This design comes from an exercise in tuning for small area, a short achievable clock period and few clock cycles per item on the open sky130 flow, not from production work. The RTL was checked by simulation tests, not by an equivalence proof against the original design. Power figures rest on the tool's default switching activity, not on a simulated workload.

==> design/flow/design.v <==
`timescale 1ns / 1ps
`default_nettype none
package mer_pkg;
   localparam int RADIUS_BITS_DEF = 10;
   localparam int COORD_W         = 12;
   localparam int RADIUS_W        = 10;
   localparam int PIX_W           = 13;
   localparam int CSR_IDX_W       = 2;
   localparam int CSR_DATA_W      = 12;
   localparam logic [CSR_IDX_W-1:0] CSR_CENTER_X = 2'd0;
   localparam logic [CSR_IDX_W-1:0] CSR_CENTER_Y = 2'd1;
   localparam logic [CSR_IDX_W-1:0] CSR_RADIUS_X = 2'd2;
   localparam logic [CSR_IDX_W-1:0] CSR_RADIUS_Y = 2'd3;
   localparam logic [1:0] QUAD_LAST = 2'd3;
   typedef enum logic [3:0] {
      OP_NOP,
      OP_RS_SQ,
      OP_RS_MUL,
      OP_RS_INIT,
      OP_STEP1,
      OP_STEP2,
      OP_R2_SQ,
      OP_R2_MUL,
      OP_R2_INIT,
      OP_FINISH
   } dp_op_type;
   typedef struct packed {
      dp_op_type  op;
      logic [1:0] quad;
      logic       done;
   } ctrl_cmd_type;
   typedef struct packed {
      logic complete;
      logic region_two;
      logic step_ok;
      logic y_zero;
   } dp_status_type;
endpackage
`default_nettype wire
`timescale 1ns / 1ps
`default_nettype none
module mer_fadd
#(
   parameter int N = 10
)(
   input  wire logic [N-1:0] a,
   input  wire logic [N-1:0] b,
   input  wire logic         ci,
   output logic      [N-1:0] s,
   output logic              co
);
   logic [N-1:0] g0, p0, gg, pp, gn, pn;
   always_comb begin
      g0 = a & b;
      p0 = a ^ b;
      gg = g0;
      pp = p0;
      gg[0] = g0[0] | (p0[0] & ci);
      for (int d = 1; d < N; d = d * 2) begin
         gn = gg;
         pn = pp;
         for (int i = d; i < N; i++) begin
            gn[i] = gg[i] | (pp[i] & gg[i-d]);
            pn[i] = pp[i] & pp[i-d];
         end
         gg = gn;
         pp = pn;
      end
   end
   assign s  = p0 ^ {gg[N-2:0], ci};
   assign co = gg[N-1];
endmodule
module mer_add3
#(
   parameter int N = 10
)(
   input  wire logic [N-1:0] a,
   input  wire logic [N-1:0] b,
   input  wire logic [N-1:0] c,
   input  wire logic         cs,
   input  wire logic         cc,
   output logic      [N-1:0] s,
   output logic              cos,
   output logic              coc,
   output logic              z
);
   logic [N-1:0] x, m, y;
   assign x   = a ^ b ^ c;
   assign m   = (a & b) | (a & c) | (b & c);
   assign y   = {m[N-2:0], cs};
   assign cos = m[N-1];
   assign z   = &(~(x ^ y ^ {x[N-2:0] | y[N-2:0], cc}));
   mer_fadd #(.N(N)) u_add (
      .a  (x),
      .b  (y),
      .ci (cc),
      .s  (s),
      .co (coc)
   );
endmodule
`default_nettype wire
`timescale 1ns / 1ps
`default_nettype none
module midpoint_ellipse_rasterizer_core
#(
   parameter int RADIUS_BITS = 10
)(
   input  wire logic                 clock,
   input  wire logic                 reset,
   input  wire logic                 req_valid,
   output logic                      req_stall,
   input  wire logic                 req_restart,
   output logic                      rsp_valid,
   input  wire logic                 rsp_stall,
   output logic signed [12:0]        rsp_pixel_x,
   output logic signed [12:0]        rsp_pixel_y,
   output logic                      rsp_last_of_step,
   output logic                      rsp_finished,
   input  wire logic                 csr_write_en,
   input  wire logic        [1:0]    csr_index,
   input  wire logic        [11:0]   csr_write_data
);
   localparam int W  = 10;           
   localparam int RW = 4 * W;        
   logic [11:0] cx_q, cy_q;
   logic [9:0]  rx_q, ry_q;
   always_ff @(posedge clock) begin
      if (reset) begin
         cx_q <= '0;
         cy_q <= '0;
         rx_q <= '0;
         ry_q <= '0;
      end else if (csr_write_en) begin
         case (csr_index)
            2'd0: cx_q <= csr_write_data;
            2'd1: cy_q <= csr_write_data;
            2'd2: rx_q <= csr_write_data[9:0];
            default: ry_q <= csr_write_data[9:0];
         endcase
      end
   end
   logic [3:0]     phs;              
   logic           rq_v, rq_rs;      
   logic           rsb;              
   logic           seq_v;            
   logic [4:0]     seq_k;            
   logic           c_s1, c_s2, c_tra, c_trb, c_trc, c_sq, c_ld, c_pr;
   logic           c_f1, c_done, c_first, c_prf, c_prl;
   logic           dx1, dx0, qy1, qy0;    
   logic           r2, complete, cmp;
   logic [9:0]     x, y;
   logic [RW-1:0]  dr, pr, qr;       
   logic [2*W-1:0] xr, yr;           
   logic           dcs, dcc, qcs, qcc, pcc, ccs, ccc;
   logic [1:0]     dtop, qtop;
   logic           em_act, em_dn, ov;
   logic [1:0]     em_q;
   wire p0 = phs[0], p1 = phs[1], p2 = phs[2], p3 = phs[3];
   wire r1 = !r2;
   wire [W-1:0] dh = dr[W-1:0];
   wire [W-1:0] ph_ = pr[W-1:0];
   wire [W-1:0] qh = qr[W-1:0];
   wire [W-1:0] xh = xr[W-1:0], xo = xr[2*W-1:W];
   wire [W-1:0] yh = yr[W-1:0], yo = yr[2*W-1:W];
   logic lo_ok, hi_ok;               
   wire [W-1:0] x0 = lo_ok ? xh : '0;
   wire [W-1:0] x2 = {lo_ok ? xh[W-3:0] : 8'd0, hi_ok ? xo[W-1:W-2] : 2'd0};
   wire [W-1:0] x3 = {lo_ok ? xh[W-4:0] : 7'd0, hi_ok ? xo[W-1:W-3] : 3'd0};
   wire [W-1:0] x4 = {lo_ok ? xh[W-5:0] : 6'd0, hi_ok ? xo[W-1:W-4] : 4'd0};
   wire [W-1:0] y0 = lo_ok ? yh : '0;
   wire [W-1:0] y2 = {lo_ok ? yh[W-3:0] : 8'd0, hi_ok ? yo[W-1:W-2] : 2'd0};
   wire [W-1:0] y3 = {lo_ok ? yh[W-4:0] : 7'd0, hi_ok ? yo[W-1:W-3] : 3'd0};
   wire [W-1:0] qsr = {p3 ? qh[W-1] : qr[W], qh[W-1:1]};      
   wire [W-1:0] d4s = {dh[W-3:0], p0 ? 2'b00 : dtop};        
   wire [W-1:0] q4s = {qh[W-3:0], p0 ? 2'b00 : qtop};        
   logic e_dh, e_d4, e_qh, e_q4, e_pr1, e_pr0;
   logic g_rx1a, g_rx1b, g_rx0, g_ry1a, g_ry1b, g_ry0;
   logic e_pk, e_qn3;
   function automatic logic [W-1:0] gate(input logic [W-1:0] v, input logic e);
      gate = v & {W{e}};
   endfunction
   logic e_dq, e_dp, e_dnp, e_y3, e_qx3, e_ax, e_by;
   wire [W-1:0] d_src = gate(dh, e_dh) | gate(d4s, e_d4);
   wire [W-1:0] d_a   = gate(qh, e_dq) | gate(qsr, c_tra) | gate(y2, c_trb || c_f1)
                      | gate({rx_q[8:0], 1'b0}, g_rx1a) | gate({9'd0, rx_q[9]}, g_rx1b) | gate(~x3, e_pr1);
   wire [W-1:0] d_b   = gate(ph_, e_dp) | gate(~ph_, e_dnp) | gate(~x0, c_trb)
                      | gate(~y0, c_trc) | gate(x0, c_f1) | gate(rx_q, g_rx0)
                      | gate(~x2, e_pr0);
   wire         d_cs  = e_pr1;
   wire         d_cc  = e_dnp || c_trb || e_pr0;
   wire [W-1:0] p_src = gate(ph_, e_pk);
   wire [W-1:0] p_a   = gate(y3, e_y3) | gate(~y2, c_tra) | gate(y2, c_prf);
   wire         p_cc  = c_tra;
   wire [W-1:0] q_src = gate(qh, e_qh) | gate(q4s, e_q4);
   wire [W-1:0] q_a   = gate(y3, e_y3) | gate(~y2, c_tra) | gate({ry_q[8:0], 1'b0}, g_ry1a) | gate({9'd0, ry_q[9]}, g_ry1b)
                      | gate(~x4, e_pr1);
   wire [W-1:0] q_b   = gate(x3, e_qx3) | gate(x2, c_tra) | gate(ry_q, g_ry0)
                      | gate(~x3, e_qn3) | gate(y2, c_f1);
   wire         q_cs  = e_pr1;
   wire         q_cc  = c_tra || e_qn3;
   logic [W-1:0] dn, pn, qn, cn;
   logic         dn_cs, dn_cc, pn_cc, qn_cs, qn_cc, cn_cs, cn_cc, dz, qz_u, cz_u;
   mer_add3 #(.N(W)) u_dadd (
      .a (d_src), .b (d_a), .c (d_b),
      .cs (p0 ? d_cs : dcs), .cc (p0 ? d_cc : dcc),
      .s (dn), .cos (dn_cs), .coc (dn_cc), .z (dz)
   );
   mer_fadd #(.N(W)) u_padd (
      .a (p_src), .b (p_a), .ci (p0 ? p_cc : pcc),
      .s (pn), .co (pn_cc)
   );
   mer_add3 #(.N(W)) u_qadd (
      .a (q_src), .b (q_a), .c (q_b),
      .cs (p0 ? q_cs : qcs), .cc (p0 ? q_cc : qcc),
      .s (qn), .cos (qn_cs), .coc (qn_cc), .z (qz_u)
   );
   wire [W-1:0] c_b = ~gate(x3, e_dp);
   mer_add3 #(.N(W)) u_cmp (
      .a (qh), .b (~y2), .c (c_b),
      .cs (p0 ? 1'b0 : ccs), .cc (p0 ? 1'b1 : ccc),
      .s (cn), .cos (cn_cs), .coc (cn_cc), .z (cz_u)
   );
   wire cmp_n = c_s1 ? !cn[W-1] : cmp;    
   always_ff @(posedge clock) begin
      dr   <= {dn, dr[RW-1:W]};
      pr   <= {pn, pr[RW-1:W]};
      qr   <= {qn, qr[RW-1:W]};
      xr   <= {(c_ld && lo_ok) ? dh : xh, xo};
      yr   <= {(c_ld && lo_ok) ? qh : yh, yo};
      dcs  <= dn_cs;
      dcc  <= dn_cc;
      pcc  <= pn_cc;
      qcs  <= qn_cs;
      qcc  <= qn_cc;
      ccs  <= cn_cs;
      ccc  <= cn_cc;
      dtop <= dh[W-1:W-2];
      qtop <= qh[W-1:W-2];
      if (p3) begin
         cmp <= cmp_n;
      end
      if (p0 && c_first && c_sq) cmp <= 1'b0;
   end
   wire free    = !ov || !rsp_stall;
   wire em_last = em_act && (em_dn || em_q == 2'd3);
   wire idle_n  = !em_act || (em_last && free);
   wire rq_n    = rq_v || (req_valid && !req_stall);
   wire rs_n    = rq_v ? rq_rs : req_restart;
   wire yz      = (y == 10'd0);
   logic b_idle, b_w1, b_w2, b_dn;
   logic b_sq, b_ld, b_pr, b_prf, b_prl, b_f1, b_trb, b_trc, b_last;
   always_ff @(posedge clock) begin
      g_rx1a <= p3 && n_sq && n_dx1;
      g_rx1b <= g_rx1a;
      g_rx0  <= p3 && n_sq && n_dx0;
      g_ry1a <= p3 && n_sq && n_qy1;
      g_ry1b <= g_ry1a;
      g_ry0  <= p3 && n_sq && n_qy0;
   end
   always_ff @(posedge clock) begin
      b_idle <= !seq_v;
      b_w1   <= !seq_v && !complete && !r2;
      b_w2   <= !seq_v && !complete && r2 && !yz;
      b_dn   <= !seq_v && (complete || (r2 && yz));
      b_sq   <= seq_v && (seq_k >= 5'd1) && (seq_k <= 5'd4);
      b_ld   <= seq_v && (seq_k == 5'd5);
      b_pr   <= seq_v && (seq_k >= 5'd6) && (seq_k <= 5'd10);
      b_prf  <= seq_v && (seq_k == 5'd6);
      b_prl  <= seq_v && (seq_k == 5'd10);
      b_f1   <= seq_v && (seq_k == 5'd11);
      b_trb  <= seq_v && (seq_k == 5'd24);
      b_trc  <= seq_v && (seq_k == 5'd25);
      b_last <= seq_v && (seq_k == 5'd11 || seq_k == 5'd25);
   end
   wire go    = rq_n && idle_n;
   wire n_rs  = b_idle && go && rs_n;
   wire stp   = go && !rs_n;
   wire n_s1  = b_w1 && stp && !cmp_n;
   wire n_tra = b_w1 && stp && cmp_n;
   wire n_s2  = b_w2 && stp;
   wire n_done = b_dn && stp;
   wire n_sq  = b_sq || n_rs;
   wire n_first = n_rs;
   wire n_ld  = b_ld;
   wire n_pr  = b_pr;
   wire n_prf = b_prf;
   wire n_prl = b_prl;
   wire n_f1  = b_f1;
   wire n_trb = b_trb;
   wire n_trc = b_trc;
   wire n_last = b_last;
   logic n_dx1, n_dx0, n_qy1, n_qy0;
   logic [3:0] jb;
   always_comb begin
      case (seq_v ? seq_k : 5'd0)
         5'd0, 5'd6:  jb = 4'd8;
         5'd1, 5'd7:  jb = 4'd6;
         5'd2, 5'd8:  jb = 4'd4;
         5'd3, 5'd9:  jb = 4'd2;
         default:     jb = 4'd0;
      endcase
      n_dx1 = rx_q[jb + 4'd1];
      n_dx0 = rx_q[jb];
      n_qy1 = ry_q[jb + 4'd1];
      n_qy0 = ry_q[jb];
   end
   wire do_step = p0 && (c_s1 || c_s2);
   wire do_done = p0 && c_done;
   wire take    = p0 && (c_s1 || c_s2 || c_done || (c_sq && c_first));
   always_ff @(posedge clock) begin
      if (reset) begin
         phs      <= 4'b0001;
         lo_ok    <= 1'b1;
         hi_ok    <= 1'b0;
         rq_v     <= 1'b0;
         rq_rs    <= 1'b0;
         rsb      <= 1'b0;
         seq_v    <= 1'b0;
         seq_k    <= 5'd0;
         r2       <= 1'b0;
         complete <= 1'b1;
         c_s1     <= 1'b0;
         c_s2     <= 1'b0;
         c_tra    <= 1'b0;
         c_trb    <= 1'b0;
         c_trc    <= 1'b0;
         c_sq     <= 1'b0;
         c_pr     <= 1'b0;
         c_f1     <= 1'b0;
         c_ld     <= 1'b0;
         c_prf    <= 1'b0;
         c_prl    <= 1'b0;
         c_done   <= 1'b0;
         c_first  <= 1'b0;
         e_dh     <= 1'b1;
         e_d4     <= 1'b0;
         e_qh     <= 1'b1;
         e_q4     <= 1'b0;
         e_pk     <= 1'b1;
         e_qn3    <= 1'b0;
         e_dq     <= 1'b0;
         e_dp     <= 1'b0;
         e_dnp    <= 1'b0;
         e_y3     <= 1'b0;
         e_qx3    <= 1'b0;
         e_ax     <= 1'b0;
         e_by     <= 1'b0;
         e_pr1    <= 1'b0;
         e_pr0    <= 1'b0;
      end else begin
         phs   <= {phs[2:0], phs[3]};
         lo_ok <= p3 || p0;
         hi_ok <= p0 || p1;
         if (req_valid && !req_stall) begin
            rq_v  <= 1'b1;
            rq_rs <= req_restart;
         end
         if (take) rq_v <= 1'b0;
         if (p3) begin
            c_s1    <= n_s1;
            c_s2    <= n_s2;
            c_tra   <= n_tra;
            c_trb   <= n_trb;
            c_trc   <= n_trc;
            c_sq    <= n_sq;
            c_pr    <= n_pr;
            c_f1    <= n_f1;
            c_ld    <= n_ld;
            c_prf   <= n_prf;
            c_prl   <= n_prl;
            c_done  <= n_done;
            c_first <= n_first;
            e_dh    <= !(n_sq || n_ld || n_pr);
            e_d4    <= n_pr || (n_sq && !n_first);
            e_qh    <= !(n_sq || n_ld || n_pr);
            e_q4    <= n_pr || (n_sq && !n_first);
            e_pk    <= !n_ld;
            e_qn3   <= n_pr && n_qy0 && !n_prl;
            e_dq    <= (n_s1 && !dn[W-1]) || n_s2;
            e_dp    <= n_s1 && dn[W-1];
            e_dnp   <= (n_s2 && !dn[W-1]) || n_tra;
            e_y3    <= n_s1 || (n_s2 && dn[W-1]) || n_f1;
            e_qx3   <= (n_s1 && !dn[W-1]) || n_s2 || (n_prl && !n_qy0);
            e_ax    <= n_s1 || dn[W-1];
            e_by    <= n_s2 || !dn[W-1];
            e_pr1   <= n_pr && n_qy1;
            e_pr0   <= n_pr && n_qy0;
            if (seq_v) begin
               seq_k <= seq_k + 5'd1;
               if (n_last) seq_v <= 1'b0;
            end
            if (n_rs) begin
               seq_v <= 1'b1;
               seq_k <= 5'd1;
               rsb   <= 1'b1;
            end
            if (n_f1) rsb <= 1'b0;
            if (n_tra) begin
               seq_v <= 1'b1;
               seq_k <= 5'd24;
               r2    <= 1'b1;
            end
         end
         if (p0) begin
            if (c_sq && c_first) begin
               r2       <= 1'b0;
               complete <= (ry_q == 10'd0);
            end
            if (c_done) complete <= 1'b1;
         end
      end
   end
   always_ff @(posedge clock) begin
      if (p3) begin
         dx1 <= n_dx1;
         dx0 <= n_dx0;
         qy1 <= n_qy1;
         qy0 <= n_qy0;
      end
   end
   wire       ax = e_ax;               
   wire       by = e_by;               
   logic [9:0] xinc, ydec, xall, ynone;
   always_comb begin
      xall[0]  = 1'b1;
      ynone[0] = 1'b1;
      for (int i = 1; i < 10; i++) begin
         xall[i]  = xall[i-1] & x[i-1];
         ynone[i] = ynone[i-1] & ~y[i-1];
      end
      xinc = x ^ xall;
      ydec = y ^ ynone;
   end
   always_ff @(posedge clock) begin
      if (p0 && c_sq && c_first) begin
         x <= '0;
         y <= ry_q;
      end else if (do_step) begin
         if (ax) x <= xinc;
         if (by) y <= ydec;
      end
   end
   always_ff @(posedge clock) begin
      if (reset) begin
         em_act <= 1'b0;
         em_dn  <= 1'b0;
         em_q   <= 2'd0;
         ov     <= 1'b0;
      end else begin
         if (do_step) begin
            em_act <= 1'b1;
            em_dn  <= 1'b0;
            em_q   <= free ? 2'd1 : 2'd0;
         end else if (do_done) begin
            em_act <= !free;
            em_dn  <= 1'b1;
         end else if (em_act && free) begin
            if (em_last) em_act <= 1'b0;
            em_q <= em_q + 2'd1;
         end
         if (free) ov <= do_step || do_done || em_act;
      end
   end
   wire [1:0]  qi   = do_step ? 2'd0 : em_q;
   wire        isd  = do_done || (!do_step && em_dn);
   wire        axs  = do_step && ax;
   wire [9:0]  yv   = (do_step && by) ? ydec : y;
   wire [12:0] xo13 = {3'b0, x};
   wire [12:0] yo13 = {3'b0, yv};
   logic [12:0] pxv, pyv;
   logic        pxc, pyc;
   mer_fadd #(.N(13)) u_pxadd (
      .a  ({cx_q[11], cx_q}),
      .b  (qi[0] ? ~xo13 : xo13),
      .ci (qi[0] ^ axs),
      .s  (pxv),
      .co (pxc)
   );
   mer_fadd #(.N(13)) u_pyadd (
      .a  ({cy_q[11], cy_q}),
      .b  (qi[1] ? ~yo13 : yo13),
      .ci (qi[1]),
      .s  (pyv),
      .co (pyc)
   );
   logic [12:0] ox, oy;
   logic        olast, ofin;
   always_ff @(posedge clock) begin
      if (free && (do_step || do_done || em_act)) begin
         ox    <= isd ? 13'd0 : pxv;
         oy    <= isd ? 13'd0 : pyv;
         olast <= isd || (qi == 2'd3);
         ofin  <= isd;
      end
   end
   assign req_stall        = rq_v || rsb;
   assign rsp_valid        = ov;
   assign rsp_pixel_x      = ox;
   assign rsp_pixel_y      = oy;
   assign rsp_last_of_step = olast;
   assign rsp_finished     = ofin;
endmodule
`default_nettype wire
==> design/flow/run.sh <==
#!/bin/bash
# synth_recipe.tcl (not shown) runs the flow's synth.tcl, then flattens the netlist and writes it again
# the make line also repeats each setting of config.mk as NAME=value (left out here)
make -C /OpenROAD-flow-scripts/flow DESIGN_CONFIG=/design/flow/config.mk WORK_HOME=/design/flow/orfs CLKGATE_MAP_FILE= SYNTH_SCRIPT=/design/flow/synth_recipe.tcl finish
==> design/flow/config.mk <==
export PLATFORM = sky130hd
export DESIGN_NAME = midpoint_ellipse_rasterizer_core
export DESIGN_NICKNAME = midpoint_ellipse_rasterizer_core
export VERILOG_FILES = /design/flow/design.v
export SDC_FILE = /design/flow/constraint.sdc
export NUM_CORES = 4
export LEC_CHECK = 0
export CAP_MARGIN = 20
export CORE_MARGIN = 2
export CORE_UTILIZATION = 70
export SLEW_MARGIN = 20
==> design/flow/constraint.sdc <==
create_clock -name core_clock -period 11.0 [get_ports {clock}]
set_input_delay 2.2000 -clock core_clock [delete_from_list [all_inputs] [get_ports {clock}]]
set_output_delay 2.2000 -clock core_clock [all_outputs]
set_load 0.01 [all_outputs]
==> metrics.yaml, run 1 <==
status: "complete, no violations"
viasPerCell: 6.45
grt_overflow_total: 0
postCtsHoldBufs: 0
yosysMostFrequentCell: "dfxtp_1"
synth_area_leaders: "dfxtp_1 (38%), edfxtp_1 (7.5%), ha_1 (6.8%)"
cts_tree: "done"
rows: 53
wl_um: 40800
rsz0062_at_grt: "no"
period_needed_ns: 4.53
power_density_mw_per_mm2: 177
grt_start_max_net_pins: 90
dieHeight_um: 152
r2r-end: "ox[12]$_SDFFCE_PP0P_"
cp-start-kind: "flop"
synth_top_area_cell: "dfxtp_1"
hold_end: "pr[18]$_DFF_P_"
clkTransAtPathRegs_ns: 0.07
placedCellCount: 1819
diodes: 0
final_nets: 1719
arrival_ns: 4.82
grt_pass1_vias: 11500
slew-limit-headroom_pct: 36.4
firstDrtPassIters: 7
timing.rr.start: "phs[0]$_SDFF_PP1_"
clock_skew_ns: 0.0207
cts_setup_buffers: 0
stdcell_count: 1876
cts.repair.resized: 0
synth.avg_cell_area_sq_um: 9.74
min_delay_path_depth: 0
finalHoldViolations: 0
tightest_slew_ns: 0.952
ir_drop_mv: 0.180
fmax_mhz: 221
grt_usage_pct: 35.8
synth_fp_nets: 1705
clock_sinks: 329
ys_types: 76
drive_gt1_share_pct: 6.93
drv_cap: 0
cts_buffers: 31
ys.warnings.count: 3
yosys-top-cells-count: "dfxtp_1 (291), nand2_1 (189), nor2_1 (119)"
cts_buffer_depth: 3
setup_tns_ns: 0
die_w_um: 152
synth_edf_count: 38
area_growth_pct: 10.8
syn_inst: 1563
drtIter0Drc: 1532
antenna_found_initial: 0
drc: 0
r2r_slack_ns: 6.47
portBuffers: 49
synth_top_area_share_pct: 38.3
cts_root_buf: "clkbuf_16"
ys_seq_area_share_pct: 45.7
grt_pass1_wl_um: 63100
crit_type: "reg -> reg"
hp-class: "reg -> reg"
synth-async-reset-ratio_pct: 0
core_area_sq_mm: 0.0212
leakage_nw: 7.10
vias: 12100
final-max-slew-violation-count: 0
initial_core_util_pct: 71.8
ant_nets: 0
die_area_sq_mm: 0.0230
reg2reg_depth: 13
h-tree-depth: 1
hp-start: "pr[28]$_DFF_P_"
place_congestion: 0.999
place_hpwl_um: 28600
required_ns: 11.29
clock_latency_ns: 0.57
ys_seq_elements: 329
synthesis.area_sq_mm: 0.0152
ioPinCount: 50
endpoint_kind: "flop"
synth-main-ff-cell: "dfxtp_1"
finalSetupViolCount: 0
period_share_pct: 41.2
wire_per_inst_um: 21.8
cp_max_fo: 20
-- report_power, final --
| part | switching [W] | total [W] | internal, W |
|---|---|---|---|
| sequential | 0.000139 | 0.00153 | 0.00139 |
| combinational | 0.000215 | 0.000391 | 0.000176 |
| clock | 0.000458 | 0.00107 | 0.000613 |
-- per-layer routing --
metal  track usage, %  wire length [um]  vias up
met2             55.2             18100      678
li1                 -                 -     5559
met4             11.0              1310        0
met5                0                 0        -
met1             49.7             16800     5760
met3             9.43              4690      106
-- stage by stage --
step                      utilization, %  worst slack, ns  total power, W  hold slack, ns  area [sq um]
after floorplan                        -             7.02         0.00176           0.310         15200
after global placement              74.6             6.63         0.00190           0.310         15800
after detailed placement            74.6             6.59         0.00192           0.312         15800
after CTS                           79.5             6.56         0.00299           0.326         16900
after global routing                79.5             6.14         0.00310           0.329         16900
final                               79.5             6.47         0.00299           0.324         16900
-- cells in the final DEF (no fill, tap or decap), drive strengths merged, types with 7 or more instances in the layout --
cell type / Yosys / final
nor3: 24 / 24
nand3: 40 / 40
clkdlybuf4s50: 0 / 48
a221oi: 24 / 24
dfxtp: 291 / 291
buf: 13 / 9
a211oi: 17 / 17
clkinv: 2 / 11
xnor2: 42 / 42
a32o: 7 / 7
o21a: 10 / 10
a21o: 19 / 19
mux2i: 49 / 49
and2: 16 / 16
a22o: 9 / 9
and3: 10 / 10
nor2: 120 / 120
a31oi: 8 / 8
o211ai: 10 / 10
nand2b: 10 / 10
a22oi: 22 / 22
nand2: 189 / 189
ha: 83 / 83
nor2b: 24 / 24
edfxtp: 38 / 38
mux2: 25 / 25
inv: 76 / 79
nor4: 9 / 9
o21ai: 48 / 48
a21oi: 114 / 114
xor2: 12 / 12
a32oi: 8 / 8
clkbuf: 63 / 44
or3: 7 / 7
fa: 39 / 39
a31o: 8 / 8
a222oi: 12 / 12
-- flip-flops by register name (all words and copies together) (netlist names), 4 cells and up --
signal and cells:
pr 40, oy 13, y 10, xr 20, qr 40, yr 20
x 10, cx_q 12, phs 4, dr 40, ry_q 10, seq_k 5
cy_q 12, ox 13, rx_q 10
-- area by class of cell --
type | count | area (sq um)
flip-flops and latches | 329 | 6970
clock buffers | 44 | 927
multi-input cells | 1080 | 7680
fillers | 1388 | 4350
repair buffers | 57 | 546
inverters | 78 | 293
well taps | 275 | 344
clock inverters | 13 | 111
-- cells by family after synthesis --
logic type      after synthesis  synth area share [%]
compound gates              351                  15.8
xor+xnor                     54                  3.11
fa+ha+maj                   122                  11.9
buf+inv                     154                  3.91
flops                       329                  45.7
mux                          74                  5.09
simple gates                479                  14.4
-- worst max path at each step --
stage | startpoint | to | slack, ns | cells after the start
5_1_grt | phs[0]$_SDFF_PP1_ | ox[12]$_SDFFCE_PP0P_ | 6.14 | 13
2_1_floorplan | rsp_stall | ofin$_DFFE_PP_ | 7.02 | 2
6_report | phs[0]$_SDFF_PP1_ | ox[12]$_SDFFCE_PP0P_ | 6.47 | 13
3_5_place_dp | rsp_stall | r2$_SDFF_PP0_ | 6.59 | 8
4_1_cts | phs[0]$_SDFF_PP1_ | ox[12]$_SDFFCE_PP0P_ | 6.56 | 13
3_3_place_gp | rsp_stall | r2$_SDFF_PP0_ | 6.63 | 8
-- worst max-delay path, cell delays in order (launching register included) --
cell and delay, ns:
dfxtp_1 0.87, o21ai_1 0.35, nand2_1 0.48, inv_1 0.24, xnor2_1 0.20, fa_1 0.48, fa_1 0.42, nor2b_1 0.17
o21a_1 0.16, o21ai_0 0.15, a31oi_1 0.29, a31oi_1 0.16, o211ai_1 0.19, a21oi_1 0.09
Testbench counts, summed over its fixed seeds: cycles 106,964, items 102,668.
==> run 2, diff against run 1 <==
--- a/design/flow/design.v
+++ b/design/flow/design.v
@@ -304,9 +304,7 @@
       n_qy1 = ry_q[jb + 4'd1];
       n_qy0 = ry_q[jb];
    end
-   wire do_step = p0 && (c_s1 || c_s2);
-   wire do_done = p0 && c_done;
-   wire take    = p0 && (c_s1 || c_s2 || c_done || (c_sq && c_first));
+   logic do_step, do_done, take;
    always_ff @(posedge clock) begin
       if (reset) begin
          phs      <= 4'b0001;
@@ -319,6 +317,9 @@
          seq_k    <= 5'd0;
          r2       <= 1'b0;
          complete <= 1'b1;
+         do_step  <= 1'b0;
+         do_done  <= 1'b0;
+         take     <= 1'b0;
          c_s1     <= 1'b0;
          c_s2     <= 1'b0;
          c_tra    <= 1'b0;
@@ -349,6 +350,9 @@
          e_pr0    <= 1'b0;
       end else begin
          phs   <= {phs[2:0], phs[3]};
+         do_step <= p3 && (n_s1 || n_s2);
+         do_done <= p3 && n_done;
+         take    <= p3 && (n_s1 || n_s2 || n_done || n_rs);
          lo_ok <= p3 || p0;
          hi_ok <= p0 || p1;
          if (req_valid && !req_stall) begin
==> metrics.yaml, run 2 <==
status: "complete, no violations"
die_area_sq_mm: 0.0232
grt_overflow_total: 0
finalHoldViolations: 0
grt_util_met1_pct: 48.7
rows: 54
cp-startpoint: "hi_ok$_SDFF_PP0_"
die_w_um: 152
finalSetupViolCount: 0
leakage_nw: 7.18
final-max-slew-violation-count: 0
grt_start_max_net_pins: 88
clock_latency_ns: 0.51
syn_inst: 1564
initial_core_util_pct: 71.0
synth_fp_nets: 1706
synth_edf_count: 38
portBuffers: 49
area_growth_pct: 11.5
dieHeight_um: 152
drc: 0
final_cell_mix: "dfxtp_1 (293), nand2_1 (176), nor2_1 (107), a21oi_1 (102), ha_1 (83)"
synthesis.area_sq_mm: 0.0154
ys_seq_elements: 331
ys_seq_area_share_pct: 45.5
ir_drop_mv: 0.161
cts_buffer_depth: 3
setup_tns_ns: 0
grt_pass1_vias: 11600
ant_nets: 0
cts_buffers: 34
period_needed_ns: 4.40
grt_usage_pct: 34.4
stdcell_count: 1883
synth-async-reset-ratio_pct: 0
synth_top_area_share_pct: 38.1
cts.repair.resized: 0
cts_setup_buffers: 0
tightest_slew_ns: 0.950
reg2reg_depth: 13
required_ns: 11.39
arrival_ns: 4.78
diodes: 0
ys.warnings.count: 3
wl_um: 40600
synth.avg_cell_area_sq_um: 9.84
clock_sinks: 331
final_nets: 1721
ys_types: 87
fmax_mhz: 227
timing.rr.start: "hi_ok$_SDFF_PP0_"
cts_root_buf: "clkbuf_16"
synth_area_leaders: "dfxtp_1 (38%), edfxtp_1 (7.4%), ha_1 (6.7%)"
core_area_sq_mm: 0.0217
drive_gt1_share_pct: 7.55
stdcell_area_sq_mm: 0.0172
power_density_mw_per_mm2: 180
drtIter0Drc: 1382
firstDrtPassIters: 9
final_common_cell: "dfxtp_1"
synth_top_area_cell: "dfxtp_1"
nFillCells: 1443
cp_max_fo: 18
antenna_found_initial: 2
use_met3_pct: 8.16
wire_per_inst_um: 21.6
crit_type: "reg -> reg"
endpoint_kind: "flop"
period_share_pct: 40.0
min_delay_path_depth: 0
place_hpwl_um: 28800
ioPinCount: 50
postCtsHoldBufs: 0
busiest_layer: "met2"
viasPerCell: 6.42
placed_area_sq_mm: 0.0160
hp-start: "dr[37]$_DFF_P_"
cp-start-kind: "flop"
place_congestion: 1.04
slew-limit-headroom_pct: 36.6
report.power.total_w: 0.00309
cts_tree: "done"
grt.met2_usage_pct: 51.7
h-tree-depth: 2
largest_registers: "dr: 40 flops, pr: 40 flops, qr: 40 flops"
rsz0062_at_grt: "no"
placedCellCount: 1822
vias: 12100
clkTransAtPathRegs_ns: 0.06
grt_pass1_wl_um: 63500
drv_cap: 0
synth-main-ff-cell: "dfxtp_1"
clock_skew_ns: 0.0209
hp-class: "reg -> reg"
yosys-top-cells-count: "dfxtp_1 (293), nand2_1 (176), nor2_1 (107)"
yosysMostFrequentCell: "dfxtp_1"
-- run 2: changes by cell type after synthesis, moves of 6 or more --
cell,delta
a211oi_1,-6
a21oi_1,-11
nand3_1,+6
nor2_1,-12
o21bai_1,+7
nand2_1,-13
xor2_1,+11
xnor2_1,-10
nor2b_1,+7
-- run 2: path summary, 6_finish.rpt --
path,end,slack [ns]
worst max-delay path,qcc$_DFF_P_,6.60
worst min-delay path,dr[27]$_DFF_P_,0.33
worst max register to register,qcc$_DFF_P_,6.60
worst min register to register,dr[27]$_DFF_P_,0.33
-- run 2: layout make-up --
class                      instances  area (sq um)  share of cell area [%]
multi-input combinational       1071          7760                    45.3
timing repair buffer              58           561                    3.27
inverter                          83           312                    1.82
tap                              280           350                    2.04
clock buffer                      55          1120                    6.55
clock inverter                     5          37.5                   0.219
sequential                       331          7010                    40.8
-- run 2: critical path, cell delays in order, from the launching register on --
cell and delay (ns):
dfxtp_1 0.73, nand2_1 0.37, a211oi_1 0.61, fa_1 0.28, inv_1 0.06, fa_1 0.42, fa_1 0.48, a21o_1 0.18
a21oi_1 0.24, o21bai_1 0.09, a21oi_1 0.25, o21ai_0 0.22, a21oi_1 0.25, o21bai_1 0.09
-- run 2: through the flow --
stage                     setup WS [ns]  hold slack, ns  util, %
after floorplan                    6.96           0.310        -
after detailed placement           6.58           0.312     73.6
final                              6.60           0.325     79.1
after CTS                          6.72           0.326     79.0
after global routing               6.39           0.328     79.1
after global placement             6.69           0.310     73.6
-- run 2: cell families after synthesis --
family / after synthesis / share of synthesized area, %
flops: 331 / 45.5
compound gates: 355 / 16.3
simple gates: 467 / 14.1
xor+xnor: 55 / 3.13
buf+inv: 162 / 4.10
mux: 72 / 5.03
fa+ha+maj: 122 / 11.8
-- run 2: report_power, final --
part / switching (W) / internal [W]
Clock: 0.000469 / 0.000701
Combinational: 0.000218 / 0.000179
Sequential: 0.000135 / 0.00139
-- run 2: routing by layer --
layer  share of wire [%]  vias up
met5               0.030        -
met4                 4.0        2
met3                 9.8      146
met2                  44      629
met1                  42     5742
li1                    -     5564
Testbench counts of run 2, summed over its fixed seeds: cycles 106,964, items 102,668.
==> run 3, diff against run 2 <==
--- a/design/flow/design.v
+++ b/design/flow/design.v
@@ -180,6 +180,7 @@
       gate = v & {W{e}};
    endfunction
    logic e_dq, e_dp, e_dnp, e_y3, e_qx3, e_ax, e_by;
+   logic u_qh, u_q4, u_y3, u_tra, u_pr1, u_f1, u_dp;
    wire [W-1:0] d_src = gate(dh, e_dh) | gate(d4s, e_d4);
    wire [W-1:0] d_a   = gate(qh, e_dq) | gate(qsr, c_tra) | gate(y2, c_trb || c_f1)
                       | gate({rx_q[8:0], 1'b0}, g_rx1a) | gate({9'd0, rx_q[9]}, g_rx1b) | gate(~x3, e_pr1);
@@ -191,12 +192,12 @@
    wire [W-1:0] p_src = gate(ph_, e_pk);
    wire [W-1:0] p_a   = gate(y3, e_y3) | gate(~y2, c_tra) | gate(y2, c_prf);
    wire         p_cc  = c_tra;
-   wire [W-1:0] q_src = gate(qh, e_qh) | gate(q4s, e_q4);
-   wire [W-1:0] q_a   = gate(y3, e_y3) | gate(~y2, c_tra) | gate({ry_q[8:0], 1'b0}, g_ry1a) | gate({9'd0, ry_q[9]}, g_ry1b)
-                      | gate(~x4, e_pr1);
-   wire [W-1:0] q_b   = gate(x3, e_qx3) | gate(x2, c_tra) | gate(ry_q, g_ry0)
-                      | gate(~x3, e_qn3) | gate(y2, c_f1);
-   wire         q_cs  = e_pr1;
+   wire [W-1:0] q_src = gate(qh, u_qh) | gate(q4s, u_q4);
+   wire [W-1:0] q_a   = gate(y3, u_y3) | gate(~y2, u_tra) | gate({ry_q[8:0], 1'b0}, g_ry1a) | gate({9'd0, ry_q[9]}, g_ry1b)
+                      | gate(~x4, u_pr1);
+   wire [W-1:0] q_b   = gate(x3, e_qx3) | gate(x2, u_tra) | gate(ry_q, g_ry0)
+                      | gate(~x3, e_qn3) | gate(y2, u_f1);
+   wire         q_cs  = u_pr1;
    wire         q_cc  = c_tra || e_qn3;
    logic [W-1:0] dn, pn, qn, cn;
    logic         dn_cs, dn_cc, pn_cc, qn_cs, qn_cc, cn_cs, cn_cc, dz, qz_u, cz_u;
@@ -214,13 +215,14 @@
       .cs (p0 ? q_cs : qcs), .cc (p0 ? q_cc : qcc),
       .s (qn), .cos (qn_cs), .coc (qn_cc), .z (qz_u)
    );
-   wire [W-1:0] c_b = ~gate(x3, e_dp);
+   wire [W-1:0] c_b = ~gate(x3, u_dp);
    mer_add3 #(.N(W)) u_cmp (
       .a (qh), .b (~y2), .c (c_b),
       .cs (p0 ? 1'b0 : ccs), .cc (p0 ? 1'b1 : ccc),
       .s (cn), .cos (cn_cs), .coc (cn_cc), .z (cz_u)
    );
-   wire cmp_n = c_s1 ? !cn[W-1] : cmp;    
+   wire cmp_n = c_s1 ? !cn[3] : cmp;      
+   wire dsg   = dn[3];                    
    always_ff @(posedge clock) begin
       dr   <= {dn, dr[RW-1:W]};
       pr   <= {pn, pr[RW-1:W]};
@@ -250,6 +252,17 @@
    logic b_idle, b_w1, b_w2, b_dn;
    logic b_sq, b_ld, b_pr, b_prf, b_prl, b_f1, b_trb, b_trc, b_last;
    always_ff @(posedge clock) begin
+      if (p3) begin
+         u_qh  <= !(n_sq || n_ld || n_pr);
+         u_q4  <= n_pr || (n_sq && !n_first);
+         u_y3  <= n_s1 || (n_s2 && dsg) || n_f1;
+         u_tra <= n_tra;
+         u_pr1 <= n_pr && n_qy1;
+         u_f1  <= n_f1;
+         u_dp  <= n_s1 && dsg;
+      end
+   end
+   always_ff @(posedge clock) begin
       g_rx1a <= p3 && n_sq && n_dx1;
       g_rx1b <= g_rx1a;
       g_rx0  <= p3 && n_sq && n_dx0;
@@ -380,13 +393,13 @@
             e_q4    <= n_pr || (n_sq && !n_first);
             e_pk    <= !n_ld;
             e_qn3   <= n_pr && n_qy0 && !n_prl;
-            e_dq    <= (n_s1 && !dn[W-1]) || n_s2;
-            e_dp    <= n_s1 && dn[W-1];
-            e_dnp   <= (n_s2 && !dn[W-1]) || n_tra;
-            e_y3    <= n_s1 || (n_s2 && dn[W-1]) || n_f1;
-            e_qx3   <= (n_s1 && !dn[W-1]) || n_s2 || (n_prl && !n_qy0);
-            e_ax    <= n_s1 || dn[W-1];
-            e_by    <= n_s2 || !dn[W-1];
+            e_dq    <= (n_s1 && !dsg) || n_s2;
+            e_dp    <= n_s1 && dsg;
+            e_dnp   <= (n_s2 && !dsg) || n_tra;
+            e_y3    <= n_s1 || (n_s2 && dsg) || n_f1;
+            e_qx3   <= (n_s1 && !dsg) || n_s2 || (n_prl && !n_qy0);
+            e_ax    <= n_s1 || dsg;
+            e_by    <= n_s2 || !dsg;
             e_pr1   <= n_pr && n_qy1;
             e_pr0   <= n_pr && n_qy0;
             if (seq_v) begin
==> metrics.yaml, run 3 <==
register_area_sq_mm: 0.00722
cts_root_buf: "clkbuf_16"
ir_drop_mv: 0.210
status: "complete, no violations"
synth.avg_cell_area_sq_um: 9.82
wl_met1_um: 18000
synth_compound_area_share_pct: 15.5
ioPinCount: 50
synth_area_leaders: "dfxtp_1 (37%), edfxtp_1 (8.6%), ha_1 (6.6%)"
postCtsHoldBufs: 0
leakage_nw: 7.41
crit_chain: "clkinv_1 -> o2111ai_1 -> fa_1 -> fa_1 -> fa_1 -> a21o_1 -> a21oi_1 -> nor2b_1 -> o21a_1 -> o41ai_1 -> o21ai_0"
portBuffers: 49
wl_met3_um: 4470
arrival_ns: 4.80
crit_type: "reg -> reg"
ys.warnings.count: 3
synth-main-ff-cell: "dfxtp_1"
fmax_mhz: 228
grt_start_max_net_pins: 85
drv_cap: 0
clock_latency_ns: 0.58
synthAdderAreaFrac_pct: 11.6
finalSetupViolCount: 0
synth_top_area_share_pct: 37.3
placedCellCount: 1861
synthXorXnorAreaFrac_pct: 2.62
rsz0062_at_grt: "no"
ys_seq_elements: 338
wl_met2_um: 19900
crit_family: "compound AO/OA/AOI/OAI gates"
drive_gt1_share_pct: 6.28
ys_types: 80
place_congestion: 1.01
die_area_sq_mm: 0.0237
synth-async-reset-ratio_pct: 0
die_w_um: 154
cp_max_fo: 12
clkTransAtPathRegs_ns: 0.07
h-tree-depth: 1
cts.repair.resized: 0
vias: 12800
syn_inst: 1602
clock_sinks: 338
synth_top_area_cell: "dfxtp_1"
slew-limit-headroom_pct: 30.1
wl_um: 44200
diodes: 0
synth_fp_nets: 1744
grt_pass1_vias: 12400
yosysMostFrequentCell: "dfxtp_1"
cts_setup_buffers: 0
yosys.area_share.simple_pct: 15.1
nFillCells: 1362
ys_seq_area_share_pct: 45.9
slowest_stage: "edfxtp_1"
multi_input_area_sq_mm: 0.00787
firstDrtPassIters: 9
grt_pass1_wl_um: 69400
power_density_mw_per_mm2: 188
cp-start-kind: "flop"
tightest_slew_ns: 1.05
final_common_cell: "dfxtp_1"
stdcell_count: 1919
required_ns: 11.42
final-max-slew-violation-count: 0
area_growth_pct: 10.6
top_layer: "met4"
cts_buffers: 31
wire_per_inst_um: 23.0
final_nets: 1756
clock_skew_ns: 0.0137
hp-class: "reg -> reg"
grt_overflow_total: 0
synth_edf_count: 45
core_area_sq_mm: 0.0220
period_needed_ns: 4.38
yosys-top-cells-count: "dfxtp_1 (293), nand2_1 (171), nor2_1 (117)"
critical_path_buf_inv_count: 1
largest_registers: "dr: 40 flops, pr: 40 flops, qr: 40 flops"
crit_top_cell: "fa_1"
antenna_found_initial: 1
setup_tns_ns: 0
drtIter0Drc: 1703
synthesis.area_sq_mm: 0.0157
drc: 0
synth_top_family_by_area: "compound AO/OA/AOI/OAI gates"
grt_usage_pct: 37.5
cts_tree: "done"
initial_core_util_pct: 71.7
viasPerCell: 6.65
synthMuxAreaShare_pct: 5.18
cts_buffer_depth: 3
ant_nets: 0
endpoint_kind: "flop"
slowest_delay_ns: 0.64
finalHoldViolations: 0
period_share_pct: 39.9
dieHeight_um: 154
rows: 54
place_hpwl_um: 31400
final_cell_mix: "dfxtp_1 (293), nand2_1 (171), nor2_1 (117), a21oi_1 (94), inv_1 (90)"
## run 3: metal layers
layer / vias to the layer above / global-route usage (%)
met4: 0 / 14.7
met1: 6120 / 52.3
met5: - / 0
met3: 142 / 5.50
met2: 789 / 59.3
li1: 5716 / -
## run 3: per-stage QoR
stage / hold WS (ns) / total power (W) / setup slack [ns] / cell area, sq um / utilization, %
floorplan: 0.310 / 0.00194 / 6.96 / 15700 / -
global placement: 0.310 / 0.00212 / 6.66 / 16300 / 74.3
detailed placement: 0.312 / 0.00215 / 6.55 / 16300 / 74.4
CTS: 0.325 / 0.00326 / 6.76 / 17400 / 79.3
global route: 0.332 / 0.00339 / 6.42 / 17400 / 79.3
finish: 0.323 / 0.00327 / 6.62 / 17400 / 79.3
## run 3: worst reg2reg max path: stages, from the launching register on
cell       delay [ns]
edfxtp_1         0.64
clkinv_1         0.39
o2111ai_1        0.38
fa_1             0.47
fa_1             0.43
fa_1             0.47
a21o_1           0.18
a21oi_1          0.22
nor2b_1          0.07
o21a_1           0.18
o41ai_1          0.54
o21ai_0          0.24
## run 3: cell type report
class | instances | area share [%]
multi-input combinational | 1094 | 45.2
tap | 280 | 2.01
inverter | 92 | 1.98
clock inverter | 14 | 0.892
sequential | 338 | 41.5
clock buffer | 44 | 5.27
timing repair buffer | 57 | 3.13
## run 3: cells by family after synthesis
group | count (synthesis)
compound gates | 349
xor+xnor | 47
fa+ha+maj | 122
buf+inv | 170
flops | 338
mux | 79
simple gates | 497
## run 3: where the power goes
part | internal, W | switching [W] | leakage [nW]
clock | 0.000635 | 0.000484 | 0.535
sequential | 0.00145 | 0.000147 | 2.82
combinational | 0.000243 | 0.000319 | 4.05
## run 3: worst paths after layout
kind / from / end / slack, ns / cells past startpoint
worst min-delay path: qr[20]$_DFF_P_ / qr[10]$_DFF_P_ / 0.32 / 0
worst max-delay path: u_tra$_DFFE_PP_ / qcc$_DFF_P_ / 6.62 / 11
worst min register to register: qr[20]$_DFF_P_ / qr[10]$_DFF_P_ / 0.32 / 0
worst max register to register: u_tra$_DFFE_PP_ / qcc$_DFF_P_ / 6.62 / 11
Testbench counts of run 3, summed over its fixed seeds: cycles 106,964, items 102,668.

-- port drivers added, routing unchanged --
The results above use ideal ports. As a check the final layouts listed here were re-extracted and re-timed, cells and wires unchanged.
Step 1, drivers: a clkbuf_16 drives clock and a buf_2 each remaining input, both assumed.
Step 2 moves the port delays by t, midway between the first and last clock arrival at a register: inputs arrive t later, outputs are due t later. That takes back most of the time a late clock gives input paths.
Three values: ideal, step 1, step 2; two values: the first two.
run	shift t [ns]	setup slack, ns	hold slack, ns	slew at the worst register clock pin (ns)	cell pins on the clock port's net
run 1	0.610	6.473 / 6.473 / 6.473	0.324 / 0.324 / 0.324	0.07 / 0.07	1
run 2	0.550	6.600 / 6.600 / 6.553	0.325 / 0.325 / 0.325	0.06 / 0.06	1
run 3	0.623	6.616 / 6.616 / 6.388	0.323 / 0.323 / 0.323	0.07 / 0.07	1
After both steps setup and hold are still met in every run listed. The setup slack of run 3, which loses most, moves by 0.000 ns with the drivers and by -0.228 ns with both steps.
